Source: an optimization exercise on an open RTL-to-GDS flow (aim: a short achievable clock period and few clock cycles). Production flows keep margins and buffers that such runs may drop. The RTL was checked by simulation tests, not by an equivalence proof against the original design.

$ cat flow/flow/run.sh
#!/bin/bash
# The standard layout (standard.sh: standard synthesis, floorplan, place, cts, route,
# finish) with repair_timing asked to leave 11 ns of setup slack at the 15 ns clock, and one
# step added after placement: each output port's buffer and the flip-flop that alone drives
# it are moved to the port's pin and the placement is legalized again (flow/tweak.tcl)
set -euo pipefail
R=orfs/results/${FLOW_PLATFORM}/sha256_message_digest_unit/base
bash standard.sh SETUP_SLACK_MARGIN=11 place > make_place.log 2>&1
ODB_IN=$R/3_place.odb ODB_OUT=$R/3_place_tweak.odb openroad -no_init -exit flow/tweak.tcl > tweak.log 2>&1
cp $R/3_place_tweak.odb $R/3_place.odb
bash standard.sh SETUP_SLACK_MARGIN=11 finish > make_finish.log 2>&1
$ cat flow/flow/tweak.tcl
# put each output port's buffer, and the flip-flop that alone drives it, at the port's pin
# (clamped into the core), then legalize
read_db $::env(ODB_IN)
set block [ord::get_db_block]
set core [$block getCoreArea]
set cx0 [$core xMin]; set cy0 [$core yMin]; set cx1 [expr {[$core xMax] - 20000}]; set cy1 [expr {[$core yMax] - 5440}]
set moved 0
foreach bterm [$block getBTerms] {
  if {[$bterm getIoType] ne "OUTPUT"} { continue }
  set net [$bterm getNet]
  if {$net eq "NULL"} { continue }
  set buf ""
  foreach it [$net getITerms] { if {[$it isOutputSignal]} { set buf [$it getInst] } }
  if {$buf eq ""} { continue }
  set bb [$bterm getBBox]
  set px [expr {([$bb xMin] + [$bb xMax]) / 2}]
  set py [expr {([$bb yMin] + [$bb yMax]) / 2}]
  set px [expr {max($cx0, min($cx1, $px))}]
  set py [expr {max($cy0, min($cy1, $py))}]
  $buf setLocation $px $py
  set bin ""
  foreach it [$buf getITerms] { if {[$it isInputSignal] && [[$it getNet] getSigType] eq "SIGNAL"} { set bin $it } }
  if {$bin eq ""} { continue }
  set n2 [$bin getNet]
  set drv ""
  set nload 0
  foreach it [$n2 getITerms] { if {[$it isOutputSignal]} { set drv [$it getInst] } else { incr nload } }
  if {$drv eq "" || $nload > 2} { continue }
  if {![[$drv getMaster] isSequential]} { continue }
  $drv setLocation $px $py
  incr moved
}
puts "moved $moved flip-flops with their output buffers to the pins"
detailed_placement
check_placement -verbose
write_db $::env(ODB_OUT)
$ cat flow/standard.sh
#!/bin/bash
# synth_recipe.tcl (not shown) runs the flow's synth.tcl, then flattens the netlist and writes it again
# the make line also repeats each setting of config.mk as NAME=value (left out here)
make -C /OpenROAD-flow-scripts/flow DESIGN_CONFIG=/design/flow/config.mk WORK_HOME=/design/flow/orfs CLKGATE_MAP_FILE= SYNTH_SCRIPT=/design/flow/synth_recipe.tcl "${@:-finish}"
$ cat flow/config.mk
export PLATFORM = sky130hd
export DESIGN_NAME = sha256_message_digest_unit
export DESIGN_NICKNAME = sha256_message_digest_unit
export VERILOG_FILES = /design/flow/design.v
export SDC_FILE = /design/flow/constraint.sdc
export NUM_CORES = 4
export LEC_CHECK = 0
export CAP_MARGIN = 35
export CORE_MARGIN = 2
export CORE_UTILIZATION = 55
export CTS_CLUSTER_DIAMETER = 120
export CTS_CLUSTER_SIZE = 15
export SLEW_MARGIN = 30
$ cat flow/constraint.sdc
create_clock -name core_clock -period 15.0 [get_ports {clk}]
set_input_delay 3.0000 -clock core_clock [delete_from_list [all_inputs] [get_ports {clk}]]
set_output_delay 3.0000 -clock core_clock [all_outputs]
set_load 0.01 [all_outputs]
$ cat flow/design.v
package sha_pkg;
    localparam int NCORE = 2;
    localparam logic [255:0] INIT_H = {32'h6a09e667, 32'hbb67ae85, 32'h3c6ef372, 32'ha54ff53a,
                                       32'h510e527f, 32'h9b05688c, 32'h1f83d9ab, 32'h5be0cd19};
    function automatic logic [31:0] round_k(input logic [5:0] i);
        case (i)
            6'd0: round_k = 32'h428a2f98;
            6'd1: round_k = 32'h71374491;
            6'd2: round_k = 32'hb5c0fbcf;
            6'd3: round_k = 32'he9b5dba5;
            6'd4: round_k = 32'h3956c25b;
            6'd5: round_k = 32'h59f111f1;
            6'd6: round_k = 32'h923f82a4;
            6'd7: round_k = 32'hab1c5ed5;
            6'd8: round_k = 32'hd807aa98;
            6'd9: round_k = 32'h12835b01;
            6'd10: round_k = 32'h243185be;
            6'd11: round_k = 32'h550c7dc3;
            6'd12: round_k = 32'h72be5d74;
            6'd13: round_k = 32'h80deb1fe;
            6'd14: round_k = 32'h9bdc06a7;
            6'd15: round_k = 32'hc19bf174;
            6'd16: round_k = 32'he49b69c1;
            6'd17: round_k = 32'hefbe4786;
            6'd18: round_k = 32'h0fc19dc6;
            6'd19: round_k = 32'h240ca1cc;
            6'd20: round_k = 32'h2de92c6f;
            6'd21: round_k = 32'h4a7484aa;
            6'd22: round_k = 32'h5cb0a9dc;
            6'd23: round_k = 32'h76f988da;
            6'd24: round_k = 32'h983e5152;
            6'd25: round_k = 32'ha831c66d;
            6'd26: round_k = 32'hb00327c8;
            6'd27: round_k = 32'hbf597fc7;
            6'd28: round_k = 32'hc6e00bf3;
            6'd29: round_k = 32'hd5a79147;
            6'd30: round_k = 32'h06ca6351;
            6'd31: round_k = 32'h14292967;
            6'd32: round_k = 32'h27b70a85;
            6'd33: round_k = 32'h2e1b2138;
            6'd34: round_k = 32'h4d2c6dfc;
            6'd35: round_k = 32'h53380d13;
            6'd36: round_k = 32'h650a7354;
            6'd37: round_k = 32'h766a0abb;
            6'd38: round_k = 32'h81c2c92e;
            6'd39: round_k = 32'h92722c85;
            6'd40: round_k = 32'ha2bfe8a1;
            6'd41: round_k = 32'ha81a664b;
            6'd42: round_k = 32'hc24b8b70;
            6'd43: round_k = 32'hc76c51a3;
            6'd44: round_k = 32'hd192e819;
            6'd45: round_k = 32'hd6990624;
            6'd46: round_k = 32'hf40e3585;
            6'd47: round_k = 32'h106aa070;
            6'd48: round_k = 32'h19a4c116;
            6'd49: round_k = 32'h1e376c08;
            6'd50: round_k = 32'h2748774c;
            6'd51: round_k = 32'h34b0bcb5;
            6'd52: round_k = 32'h391c0cb3;
            6'd53: round_k = 32'h4ed8aa4a;
            6'd54: round_k = 32'h5b9cca4f;
            6'd55: round_k = 32'h682e6ff3;
            6'd56: round_k = 32'h748f82ee;
            6'd57: round_k = 32'h78a5636f;
            6'd58: round_k = 32'h84c87814;
            6'd59: round_k = 32'h8cc70208;
            6'd60: round_k = 32'h90befffa;
            6'd61: round_k = 32'ha4506ceb;
            6'd62: round_k = 32'hbef9a3f7;
            6'd63: round_k = 32'hc67178f2;
        endcase
    endfunction
    function automatic logic [31:0] sig0(input logic [31:0] x);
        sig0 = {x[6:0], x[31:7]} ^ {x[17:0], x[31:18]} ^ {3'b000, x[31:3]};
    endfunction
    function automatic logic [31:0] sig1(input logic [31:0] x);
        sig1 = {x[16:0], x[31:17]} ^ {x[18:0], x[31:19]} ^ {10'b0, x[31:10]};
    endfunction
    function automatic logic [31:0] bsig0(input logic [31:0] x);
        bsig0 = {x[1:0], x[31:2]} ^ {x[12:0], x[31:13]} ^ {x[21:0], x[31:22]};
    endfunction
    function automatic logic [31:0] bsig1(input logic [31:0] x);
        bsig1 = {x[5:0], x[31:6]} ^ {x[10:0], x[31:11]} ^ {x[24:0], x[31:25]};
    endfunction
    function automatic logic [31:0] csa_s(input logic [31:0] x, input logic [31:0] y,
                                          input logic [31:0] z);
        csa_s = x ^ y ^ z;
    endfunction
    function automatic logic [31:0] csa_c(input logic [31:0] x, input logic [31:0] y,
                                          input logic [31:0] z);
        logic [31:0] m;
        m = (x & y) | (x & z) | (y & z);
        csa_c = {m[30:0], 1'b0};
    endfunction
    function automatic logic [31:0] add32(input logic [31:0] x, input logic [31:0] y);
        logic [31:0] g, p;
        g = x & y;
        p = x ^ y;
        for (int l = 0; l < 5; l++)
            for (int i = 0; i < 32; i++)
                if (((i >> l) & 1) == 1)
                begin
                    g[i] = g[i] | (p[i] & g[((i >> l) << l) - 1]);
                    p[i] = p[i] & p[((i >> l) << l) - 1];
                end
        add32 = x ^ y ^ {g[30:0], 1'b0};
    endfunction
endpackage
module sha_front #(
    parameter int NC = 2
) (
    input  logic          clk,
    input  logic          rst_n,
    input  logic          in_valid,
    input  logic [7:0]    in_data_byte,
    input  logic          in_has_byte,
    input  logic          in_last,
    output logic          in_ready,
    input  logic [NC-1:0] p_free,
    output logic [NC-1:0] ld,
    output logic [511:0]  ld_data,
    output logic          ld_final,
    output logic          ld_extra,
    output logic          ld_extra80,
    output logic [63:0]   ld_bitlen
);
    localparam int QD = 4;
    localparam int CW = (NC > 4) ? 3 : (NC > 2) ? 2 : 1;
    logic       cap_v, cap_hb, cap_last;
    logic [7:0] cap_d;
    logic [9:0] qmem [QD];
    logic [1:0] wptr, rptr;
    logic [2:0] qcnt;
    logic [511:0] sbuf;
    logic [5:0]   scnt;
    logic [60:0]  mlen;
    logic [CW-1:0] cur;
    always_ff @(posedge clk or negedge rst_n)
    begin
        if (!rst_n)
            cap_v <= 1'b0;
        else
            cap_v <= in_valid && rdy;
    end
    always_ff @(posedge clk)
    begin
        cap_d    <= in_data_byte;
        cap_hb   <= in_has_byte;
        cap_last <= in_last;
    end
    logic       hd_hb, hd_last;
    logic [7:0] hd_d;
    assign {hd_hb, hd_last, hd_d} = qmem[rptr];
    logic brdy, b_final, b_extra, b_extra80;
    logic [63:0] b_bitlen;
    logic [CW-1:0] bcur;
    logic pop, xfer;
    assign xfer = brdy && p_free[bcur];
    assign pop  = (qcnt != 3'd0) && (!brdy || p_free[bcur]);
    logic [6:0]   k;
    logic [60:0]  mlen_n;
    logic [63:0]  bitlen_n;
    logic [511:0] snew;
    logic         complete, fin_fit, fin_extra;
    assign k        = {1'b0, scnt} + {6'd0, hd_hb};
    assign mlen_n   = mlen + {60'd0, hd_hb};
    assign bitlen_n = {mlen_n, 3'b000};
    assign complete = (hd_hb && scnt == 6'd63) || hd_last;
    assign fin_fit  = hd_last && (k <= 7'd55);
    assign fin_extra = hd_last && (k > 7'd55);
    always_comb
    begin
        for (int j = 0; j < 64; j++)
        begin
            if (hd_hb && scnt == 6'(j))
                snew[511 - 8 * j -: 8] = hd_d;
            else if (hd_last && k == 7'(j))
                snew[511 - 8 * j -: 8] = 8'h80;
            else if (hd_last && k < 7'(j))
            begin
                if (fin_fit && j >= 56)
                    snew[511 - 8 * j -: 8] = bitlen_n[63 - 8 * (j - 56) -: 8];
                else
                    snew[511 - 8 * j -: 8] = 8'h00;
            end
            else
                snew[511 - 8 * j -: 8] = sbuf[511 - 8 * j -: 8];
        end
    end
    always_comb
    begin
        ld = '0;
        if (xfer)
            ld[bcur] = 1'b1;
    end
    assign ld_data    = sbuf;
    assign ld_final   = b_final;
    assign ld_extra   = b_extra;
    assign ld_extra80 = b_extra80;
    assign ld_bitlen  = b_bitlen;
    always_ff @(posedge clk)
    begin
        if (pop)
            sbuf <= snew;
        if (cap_v)
            qmem[wptr] <= {cap_hb, cap_last, cap_d};
        if (pop && complete)
        begin
            b_final   <= fin_fit;
            b_extra   <= fin_extra;
            b_extra80 <= (k == 7'd64);
            b_bitlen  <= bitlen_n;
            bcur      <= cur;
        end
    end
    logic [2:0] qcnt_n;
    assign qcnt_n = qcnt + {2'd0, cap_v} - {2'd0, pop};
    logic rdy;
    always_ff @(posedge clk)
    begin
        in_ready <= (qcnt_n <= 3'(QD - 2)) || ((qcnt_n == 3'(QD - 1)) && !in_ready);
        rdy      <= (qcnt_n <= 3'(QD - 2)) || ((qcnt_n == 3'(QD - 1)) && !rdy);
    end
    always_ff @(posedge clk or negedge rst_n)
    begin
        if (!rst_n)
        begin
            wptr     <= '0;
            rptr     <= '0;
            qcnt     <= '0;
            scnt     <= '0;
            mlen     <= '0;
            brdy     <= 1'b0;
            cur      <= '0;
        end
        else
        begin
            if (cap_v)
                wptr <= wptr + 2'd1;
            if (pop)
                rptr <= rptr + 2'd1;
            qcnt     <= qcnt_n;
            if (pop && complete)
                brdy <= 1'b1;
            else if (xfer)
                brdy <= 1'b0;
            if (pop)
            begin
                if (hd_last)
                begin
                    mlen <= '0;
                    scnt <= '0;
                    cur  <= (cur == NC - 1) ? '0 : cur + 1'b1;
                end
                else
                begin
                    mlen <= mlen_n;
                    scnt <= scnt + {5'd0, hd_hb};
                end
            end
        end
    end
endmodule
module sha_core (
    input  logic         clk,
    input  logic         rst_n,
    input  logic         ld,
    input  logic [511:0] ld_data,
    input  logic         ld_final,
    input  logic         ld_extra,
    input  logic         ld_extra80,
    input  logic [63:0]  ld_bitlen,
    output logic         p_free,
    output logic [255:0] dig,
    output logic         dig_valid,
    input  logic         dig_take
);
    localparam logic [1:0] C_IDLE  = 2'd0;
    localparam logic [1:0] C_ROUND = 2'd1;
    localparam logic [1:0] C_DONE  = 2'd2;
    logic [511:0] pbuf;
    logic         pfull, pfinal, pextra, pext80;
    logic [63:0]  plen;
    logic [1:0]   cstate;
    logic [5:0]   rnd;
    logic         blk_final;
    logic [31:0]  a, b, c, e, f, g;
    logic [31:0]  hh [8];
    logic [31:0]  w [16];
    logic [31:0]  kwp, kwq, q, wpart;
    logic [31:0]  s11, s10, s01, s00, c11, c10, c01, c00;
    logic         f61;
    logic [31:0]  kreg;
    logic [5:0]   rk;
    assign p_free    = !pfull;
    assign dig       = {hh[0], hh[1], hh[2], hh[3], hh[4], hh[5], hh[6], hh[7]};
    assign dig_valid = (cstate == C_DONE);
    logic setup, last_rnd;
    assign setup    = (cstate == C_IDLE) && pfull;
    assign last_rnd = (rnd == 6'd63);
    function automatic logic [31:0] pw(input logic [511:0] blk, input int i);
        pw = blk[511 - 32 * i -: 32];
    endfunction
    logic [31:0] s1, ch, s0, mj;
    logic [31:0] ex, ey, ax1, ay1, ay2, ax3, ay3;
    logic [31:0] a_n, e_n;
    assign s1 = sha_pkg::bsig1(e);
    assign ch = (e & f) ^ (~e & g);
    assign s0 = sha_pkg::bsig0(a);
    assign mj = (a & b) | (a & c) | (b & c);
    assign ex  = sha_pkg::csa_s(q, s1, ch);
    assign ey  = sha_pkg::csa_c(q, s1, ch);
    assign e_n = ex + ey;
    logic [31:0] sm, cm;
    always_comb
    begin
        for (int i = 0; i < 32; i++)
        begin
            sm[i] = e[i] ? (a[i] ? s11[i] : s10[i]) : (a[i] ? s01[i] : s00[i]);
            cm[i] = e[i] ? (a[i] ? c11[i] : c10[i]) : (a[i] ? c01[i] : c00[i]);
        end
    end
    assign ax1 = sm;
    assign ay1 = {cm[30:0], 1'b0};
    logic [31:0] t4, co4;
    always_comb
    begin
        for (int i = 0; i < 32; i++)
        begin
            t4[i]  = (ax1[i] ^ ay1[i]) ^ (s1[i] ^ s0[i]);
            co4[i] = (ax1[i] & (ay1[i] | s1[i])) | (ay1[i] & s1[i]);
            if (i == 0)
            begin
                ax3[i] = t4[i];
                ay2[i] = t4[i] ? 1'b0 : s0[i];
            end
            else
            begin
                ax3[i] = t4[i] ^ co4[i-1];
                ay2[i] = t4[i] ? co4[i-1] : s0[i];
            end
        end
    end
    assign ay3 = {ay2[30:0], 1'b0};
    assign a_n = ax3 + ay3;
    logic [31:0] qx1, qy1;
    logic [31:0] p_n, q_n;
    assign p_n = g + kwp;
    assign qx1 = sha_pkg::csa_s(g, kwq, c);
    assign qy1 = sha_pkg::csa_c(g, kwq, c);
    assign q_n = qx1 + qy1;
    logic [31:0] pn_x, f1_x, f0_x, o_x, n_x;
    assign pn_x = setup ? p0 : p_n;
    assign f1_x = setup ? hh[5] : e;
    assign f0_x = setup ? hh[6] : f;
    assign o_x  = setup ? (hh[1] | hh[2]) : (a | b);
    assign n_x  = setup ? (hh[1] & hh[2]) : (a & b);
    logic [31:0] wn, kwp_n, kwq_n, ha, hb, kx1, ky1, kx2, ky2;
    logic [31:0] wx1, wy1, ws0, ws1;
    logic [31:0] wpart_n;
    assign ws0     = sha_pkg::sig0(w[2]);
    assign ws1     = sha_pkg::sig1(w[14]);
    assign wn      = ws1 + wpart;
    assign wx1     = sha_pkg::csa_s(ws0, w[10], w[1]);
    assign wy1     = sha_pkg::csa_c(ws0, w[10], w[1]);
    assign wpart_n = wx1 + wy1;
    assign ha    = f61 ? hh[0] : 32'd0;
    assign hb    = f61 ? hh[4] : 32'd0;
    assign kx1   = sha_pkg::csa_s(kreg, w[2], ha);
    assign ky1   = sha_pkg::csa_c(kreg, w[2], ha);
    assign kwp_n = kx1 + ky1;
    assign kx2   = sha_pkg::csa_s(kreg, w[2], hb);
    assign ky2   = sha_pkg::csa_c(kreg, w[2], hb);
    assign kwq_n = kx2 + ky2;
    logic [31:0] km0r, kw1r, wp0r;
    logic [31:0] l0, l1, xl, yl, km0_ld, kw1_ld, wp0_ld;
    assign l0     = pw(ld_data, 0);
    assign l1     = pw(ld_data, 1);
    assign km0_ld = 32'h428a2f98 + l0;
    assign kw1_ld = 32'h71374491 + l1;
    assign xl     = sha_pkg::csa_s(pw(ld_data, 9), sha_pkg::sig0(l1), l0);
    assign yl     = sha_pkg::csa_c(pw(ld_data, 9), sha_pkg::sig0(l1), l0);
    assign wp0_ld = xl + yl;
    always_ff @(posedge clk)
    begin
        if (ld)
        begin
            km0r <= km0_ld;
            kw1r <= kw1_ld;
            wp0r <= wp0_ld;
        end
        else if (setup && pextra)
        begin
            km0r <= pext80 ? 32'h428a2f98 + 32'h80000000 : 32'h428a2f98;
            kw1r <= 32'h71374491;
            wp0r <= pext80 ? 32'h80000000 : 32'h0;
        end
    end
    logic [31:0] p0, q0, qx0, qy0;
    assign p0  = hh[7] + km0r;
    assign qx0 = sha_pkg::csa_s(hh[7], km0r, hh[3]);
    assign qy0 = sha_pkg::csa_c(hh[7], km0r, hh[3]);
    assign q0  = qx0 + qy0;
    always_ff @(posedge clk)
    begin
        s11 <= pn_x ^ f1_x ^ o_x;
        s10 <= pn_x ^ f1_x ^ n_x;
        s01 <= pn_x ^ f0_x ^ o_x;
        s00 <= pn_x ^ f0_x ^ n_x;
        c11 <= (pn_x & f1_x) | (pn_x & o_x) | (f1_x & o_x);
        c10 <= (pn_x & f1_x) | (pn_x & n_x) | (f1_x & n_x);
        c01 <= (pn_x & f0_x) | (pn_x & o_x) | (f0_x & o_x);
        c00 <= (pn_x & f0_x) | (pn_x & n_x) | (f0_x & n_x);
        if (setup)
        begin
            for (int i = 0; i < 16; i++)
                w[i] <= pw(pbuf, i);
            wpart <= wp0r;
            q  <= q0;
            kwp <= kw1r;
            kwq <= kw1r;
            f61 <= 1'b0;
            kreg <= 32'hb5c0fbcf;
            rk <= 6'd3;
            a <= hh[0]; b <= hh[1]; c <= hh[2];
            e <= hh[4]; f <= hh[5]; g <= hh[6];
        end
        else
        begin
            for (int i = 0; i < 15; i++)
                w[i] <= w[i+1];
            w[15] <= wn;
            wpart <= wpart_n;
            q  <= q_n;
            kwp <= kwp_n;
            kwq <= kwq_n;
            f61 <= (rnd == 6'd60);
            kreg <= sha_pkg::round_k(rk);
            rk <= rk + 6'd1;
            a <= a_n; b <= a; c <= b;
            e <= e_n; f <= e; g <= f;
        end
    end
    always_ff @(posedge clk)
    begin
        if (ld)
            pbuf <= ld_data;
        else if (setup && pextra)
            pbuf <= {(pext80 ? 32'h80000000 : 32'h0), 416'd0, plen};
        if (ld)
            plen <= ld_bitlen;
    end
    always_ff @(posedge clk or negedge rst_n)
    begin
        if (!rst_n)
        begin
            pfull  <= 1'b0;
            pfinal <= 1'b0;
            pextra <= 1'b0;
            pext80 <= 1'b0;
        end
        else if (ld)
        begin
            pfull  <= 1'b1;
            pfinal <= ld_final;
            pextra <= ld_extra;
            pext80 <= ld_extra80;
        end
        else if (setup)
        begin
            if (pextra)
            begin
                pfinal <= 1'b1;
                pextra <= 1'b0;
            end
            else
                pfull <= 1'b0;
        end
    end
    always_ff @(posedge clk or negedge rst_n)
    begin
        if (!rst_n)
        begin
            cstate    <= C_IDLE;
            rnd       <= '0;
            blk_final <= 1'b0;
            for (int i = 0; i < 8; i++)
                hh[i] <= sha_pkg::INIT_H[255 - 32 * i -: 32];
        end
        else
        begin
            unique case (cstate)
                C_IDLE:
                begin
                    rnd <= '0;
                    if (pfull)
                    begin
                        cstate    <= C_ROUND;
                        blk_final <= pfinal;
                    end
                end
                C_ROUND:
                begin
                    rnd <= rnd + 6'd1;
                    if (last_rnd)
                    begin
                        hh[0] <= a_n;
                        hh[1] <= hh[1] + a;
                        hh[2] <= hh[2] + b;
                        hh[3] <= hh[3] + c;
                        hh[4] <= e_n;
                        hh[5] <= hh[5] + e;
                        hh[6] <= hh[6] + f;
                        hh[7] <= hh[7] + g;
                        cstate <= blk_final ? C_DONE : C_IDLE;
                    end
                end
                C_DONE:
                begin
                    if (dig_take)
                    begin
                        for (int i = 0; i < 8; i++)
                            hh[i] <= sha_pkg::INIT_H[255 - 32 * i -: 32];
                        cstate <= C_IDLE;
                    end
                end
                default: cstate <= C_IDLE;
            endcase
        end
    end
endmodule
module sha256_message_digest_unit (
    input  logic        clk,
    input  logic        rst_n,
    input  logic        in_valid,
    input  logic [7:0]  in_data_byte,
    input  logic        in_has_byte,
    input  logic        in_last,
    output logic        in_ready,
    output logic        out_valid,
    input  logic        out_ready,
    output logic [63:0] digest_bits_255_192,
    output logic [63:0] digest_bits_191_128,
    output logic [63:0] digest_bits_127_64,
    output logic [63:0] digest_bits_63_0
);
    localparam int NC = sha_pkg::NCORE;
    localparam int CW = (NC > 4) ? 3 : (NC > 2) ? 2 : 1;
    logic [NC-1:0] p_free, ld, dig_valid, dig_take;
    logic [511:0]  ld_data;
    logic          ld_final, ld_extra, ld_extra80;
    logic [63:0]   ld_bitlen;
    logic [255:0]  dig [NC];
    sha_front #(.NC(NC)) u_front (
        .clk(clk), .rst_n(rst_n), .in_valid(in_valid), .in_data_byte(in_data_byte),
        .in_has_byte(in_has_byte), .in_last(in_last), .in_ready(in_ready),
        .p_free(p_free), .ld(ld), .ld_data(ld_data), .ld_final(ld_final), .ld_extra(ld_extra),
        .ld_extra80(ld_extra80), .ld_bitlen(ld_bitlen));
    for (genvar i = 0; i < NC; i++)
    begin : g_core
        sha_core u_core (
            .clk(clk), .rst_n(rst_n), .ld(ld[i]), .ld_data(ld_data), .ld_final(ld_final),
            .ld_extra(ld_extra), .ld_extra80(ld_extra80), .ld_bitlen(ld_bitlen),
            .p_free(p_free[i]), .dig(dig[i]), .dig_valid(dig_valid[i]), .dig_take(dig_take[i]));
    end
    logic [CW-1:0] turn;
    logic [255:0]  out_reg;
    logic          hs, ov;
    assign hs = ov && out_ready;
    always_comb
    begin
        dig_take = '0;
        if (hs)
            dig_take[turn] = 1'b1;
    end
    always_ff @(posedge clk)
    begin
        out_reg <= dig[turn];
    end
    always_ff @(posedge clk or negedge rst_n)
    begin
        if (!rst_n)
        begin
            ov   <= 1'b0;
            turn <= '0;
        end
        else
        begin
            if (hs)
            begin
                ov   <= 1'b0;
                turn <= (turn == NC - 1) ? '0 : turn + 1'b1;
            end
            else
                ov <= dig_valid[turn];
        end
    end
    always_ff @(posedge clk)
    begin
        out_valid <= hs ? 1'b0 : dig_valid[turn];
    end
    assign digest_bits_255_192 = out_reg[255:192];
    assign digest_bits_191_128 = out_reg[191:128];
    assign digest_bits_127_64  = out_reg[127:64];
    assign digest_bits_63_0    = out_reg[63:0];
endmodule
==> key figures <==
Setup path
  – Critical Path, Cell by Cell: buf_6
  – Worst R2R Start: g_core[1].u_core.a[15]$_DFF_P_
  – Setup CP Type: reg -> out
  – Slowest cell on crit path: dfxtp_2
  – Crit path arrival time: 1.53 ns
  – CP Capture Type: output pin
  – Max FO, Critical Path: 1
  – Critical Path Source Type: flop
  – Crit path buf inv count: 1
  – Reg2reg end: g_core[1].u_core.a[27]$_DFF_P_
  – R2R depth: 17
  – WP data required: 12.00 ns
  – Reg2reg setup slack: 10.60 ns
  – Cell family with most CP delay: flip-flops
  – Critical Path Max Stage Delay: 0.37 ns

Yosys
  – Synth warn: 62
  – Share of flip-flops with an asynchronous set or reset: 0.124
  – Post-synth EDFFs: 1891
  – Yosys cell types: 109
  – Top FF cell, synth: dfxtp_1
  – Register area share after synthesis: 0.485
  – Flops & latches, synth: 4959
  – Mapped Area: 251000 sq um
  – Syn Nets: 27.3k
  – Mapped Cells: 25.6k
  – Mean post-synth cell area: 9.80 sq um

Drt
  – Via density: 6.18
  – DR vias: 201k
  – Drt pass-1 iters: 7
  – Final ANT Viol Nets: 0
  – WL/cell: 32.8 microns
  – Final wirelength: 1070 mm
  – Starting DRT DRC Count: 26.8k
  – Number of remaining DRC errors: 0

Timing
  – Final period utilization: 0.302
  – Endpoints failing setup: 0
  – Final Slew Violations: 0
  – Fin crit period: 4.53 ns
  – Final hold viol count: 0
  – Slew @ Worst Pin: 1.05 ns
  – Clk_skew: 0.0715 ns
  – Final Hold Slack: 0.379 ns
  – RSZ-0062 raised after global routing: yes
  – Fmax: 221 MHz
  – Max-slew headroom: 0.300
  – Final WS setup: 10.47 ns
  – Fin Setup TNS: 0 ns

Clocking
  – CTS clk-pin slew, worst paths: 0.07 ns
  – CTS tree: yes
  – Clock buffer depth: 4
  – CTS Buf Count: 369
  – # hold bufs at CTS: 0
  – CTS H-tree depth: 5
  – Total clock sinks: 4959
  – Clock Tree Root: clkbuf_16
  – Clock latency at the later pin of the worst-skew pair: 1.07 ns

Layout
  – Share of layout cells above drive strength 1: 0.150
  – Post-route cell area: 286000 sq um
  – Final core occ: 0.631
  – Multi-input gate area in the final layout: 127000 sq um
  – Final net count: 27.8k
  – Top Registers: g_core.u_core.pbuf x960, g_core.u_core.w x960
  – Sequential cell area: 123000 sq um
  – Area growth syn-to-layout: 14.0%
  – Final non-filler cell total: 32.5k
  – # fillers: 37.1k

GRT
  – First-pass GRT wire length: 1450 mm
  – Initial antenna violation count: 176
  – GRT Overall Usage: 0.448
  – Vias in the first global route: 187k
  – Pin count of the biggest net entering global routing: 187
  – Remaining Overflow, GRT: 0

Die
  – Io pins: 272
  – Rows: 247
  – Die Footprint: 461000 sq um
  – Initial Util: 0.553
  – Core area: 453000 sq um
  – Die Span Y: 679 microns
  – Die width: 679 microns

Place
  – Placed Area: 260000 sq um
  – Placed instance count: 31.0k
  – DPL Wire Length: 787 mm
  – DP Worst Slack: 8.27 ns
  – GP Congestion: 1.10
  – Number of port buffers: 271

Hold path
  – Hold Path Depth: 2
  – HP Class: reg -> reg
  – Hold Path End: g_core[0].u_core.w[7][31]$_DFF_P_
  – Hold path start: g_core[0].u_core.w[8][31]$_DFF_P_

Run status
  – Status: timing/DRC/antenna clean

Run
  – Max-cap violations: 0
worst min-delay path: stages (launching register included):
cell and delay, ns:
dfxtp_1 0.31, nand2_1 0.04, nand2_1 0.05
cell usage after synthesis (all sizes together), types with 390 or more instances:
library cell     n  share of area
and2           458          0.011
xor2           730          0.025
inv           1447          0.022
a21o           546          0.016
o21ai         1375          0.027
ha            1060          0.053
xnor2         1091          0.038
edfxtp        1891           0.23
nand2         5161          0.077
fa             685          0.055
clkbuf        1058          0.016
a21oi         1274          0.025
nand3          390         0.0078
and3           532          0.013
nor2          1736          0.026
dfxtp         2451           0.20
repair_timing:
item,in CTS,in global routing
resized for setup,2755,755
setup endpoints to repair,3266,1451
pin swaps,360,433
cloned,21,3
setup buffers,377,199
worst max path at each step:
stage,start,slack [ns],endpoint,depth (start not counted)
finish,out_reg[211]$_DFF_P_,10.47,digest_bits_255_192[19],1
global route,g_core[1].u_core.a[15]$_DFF_P_,10.43,g_core[1].u_core.a[27]$_DFF_P_,17
CTS,u_front.in_ready$_DFF_P_,10.45,in_ready,1
detailed placement,out_ready,8.27,g_core[1].u_core.hh[4][31]$_DFFE_PN0P_,9
global placement,out_ready,8.21,g_core[1].u_core.hh[4][31]$_DFFE_PN0P_,9
floorplan,g_core[0].u_core.a[1]$_DFF_P_,10.26,g_core[0].u_core.a[27]$_DFF_P_,19
area by class of cell:
type | instances | area share
antenna | 174 | 0.00152
clock buffer | 653 | 0.0363
clock inverter | 26 | 0.00188
inverter | 1458 | 0.0196
multi-input combinational | 18000 | 0.444
sequential | 4959 | 0.429
tap | 5976 | 0.0261
timing repair buffer | 1225 | 0.0417
layout by cell type (no fill, tap or decap), types with 127 or more instances in the layout:
cell       netlist  routed
o21a_1         138     132
mux2i_1        194     177
dfstp_2        272     243
dfxtp_2          0     324
nand2b_1       159     156
diode_2          0     174
inv_1         1443    1395
xnor2_2          2     152
dfxtp_1       2451    2001
and2_1         454     446
edfxtp_1      1891    1891
nand3_1        390     379
ha_1          1060     985
xor2_1         730     659
a21oi_2          0     127
nor2_1        1735    1691
xnor2_1       1089     915
buf_4            0     725
a21o_1         546     545
nand2_1       5160    5129
buf_6            1     346
clkbuf_16        0     375
dfrtp_1        345     301
mux4_2         142     142
clkbuf_1      1058     279
mux2_2         284     277
o21ai_0       1358    1194
and3_1         531     522
a31oi_1        207     149
a21oi_1       1274    1116
fa_1           685     651
nor3_1         353     323
per-layer routing:
| metal | track usage | wire, microns | vias to the layer above |
|---|---|---|---|
| met5 | 0 | 491 | - |
| met4 | 0.405 | 120000 | 64 |
| met2 | 0.657 | 452000 | 12000 |
| li1 | - | - | 87700 |
| met1 | 0.561 | 385000 | 98200 |
| met3 | 0.0909 | 108000 | 2945 |
logic make-up (layout without fill, tap and decap cells):
family / Yosys count / in the layout / synth area share
adder cells (fa/ha/maj): 1747 / 1747 / 0.108
multiplexers: 620 / 620 / 0.0332
other: 0 / 174 / 0
flip-flops: 4959 / 4959 / 0.485
XOR/XNOR: 1823 / 1823 / 0.0638
AND/OR/NAND/NOR: 9268 / 9276 / 0.160
AO/OA/AOI/OAI: 4548 / 4549 / 0.111
buffers and inverters: 2615 / 3362 / 0.0392
Testbench counts, summed over its fixed seeds: cycles 33,427.

## re-timing with driven ports
No port has a modelled driver above. Below, the same layout with a new extraction and two added sets of constraints.
Step 1 assumes that a clkbuf_16 drives the clock port and a buf_2 every other input.
Step 2 moves the port delays by t, midway between the first and last clock arrival at a register: inputs arrive t later, outputs are due t later. That takes back most of the time a late clock gives input paths.
Slacks: ideal / step 1 / step 2; pairs: ideal / step 1.
t, ns: 1.171
slack for setup (ns): 10.466 / 10.332 / 9.913
worst register clock-pin slew, ns: 0.10 / 0.10
After both steps this run still meets setup and hold. For this run, drivers alone change the setup slack by -0.134 ns; drivers and shift together by -0.553 ns.
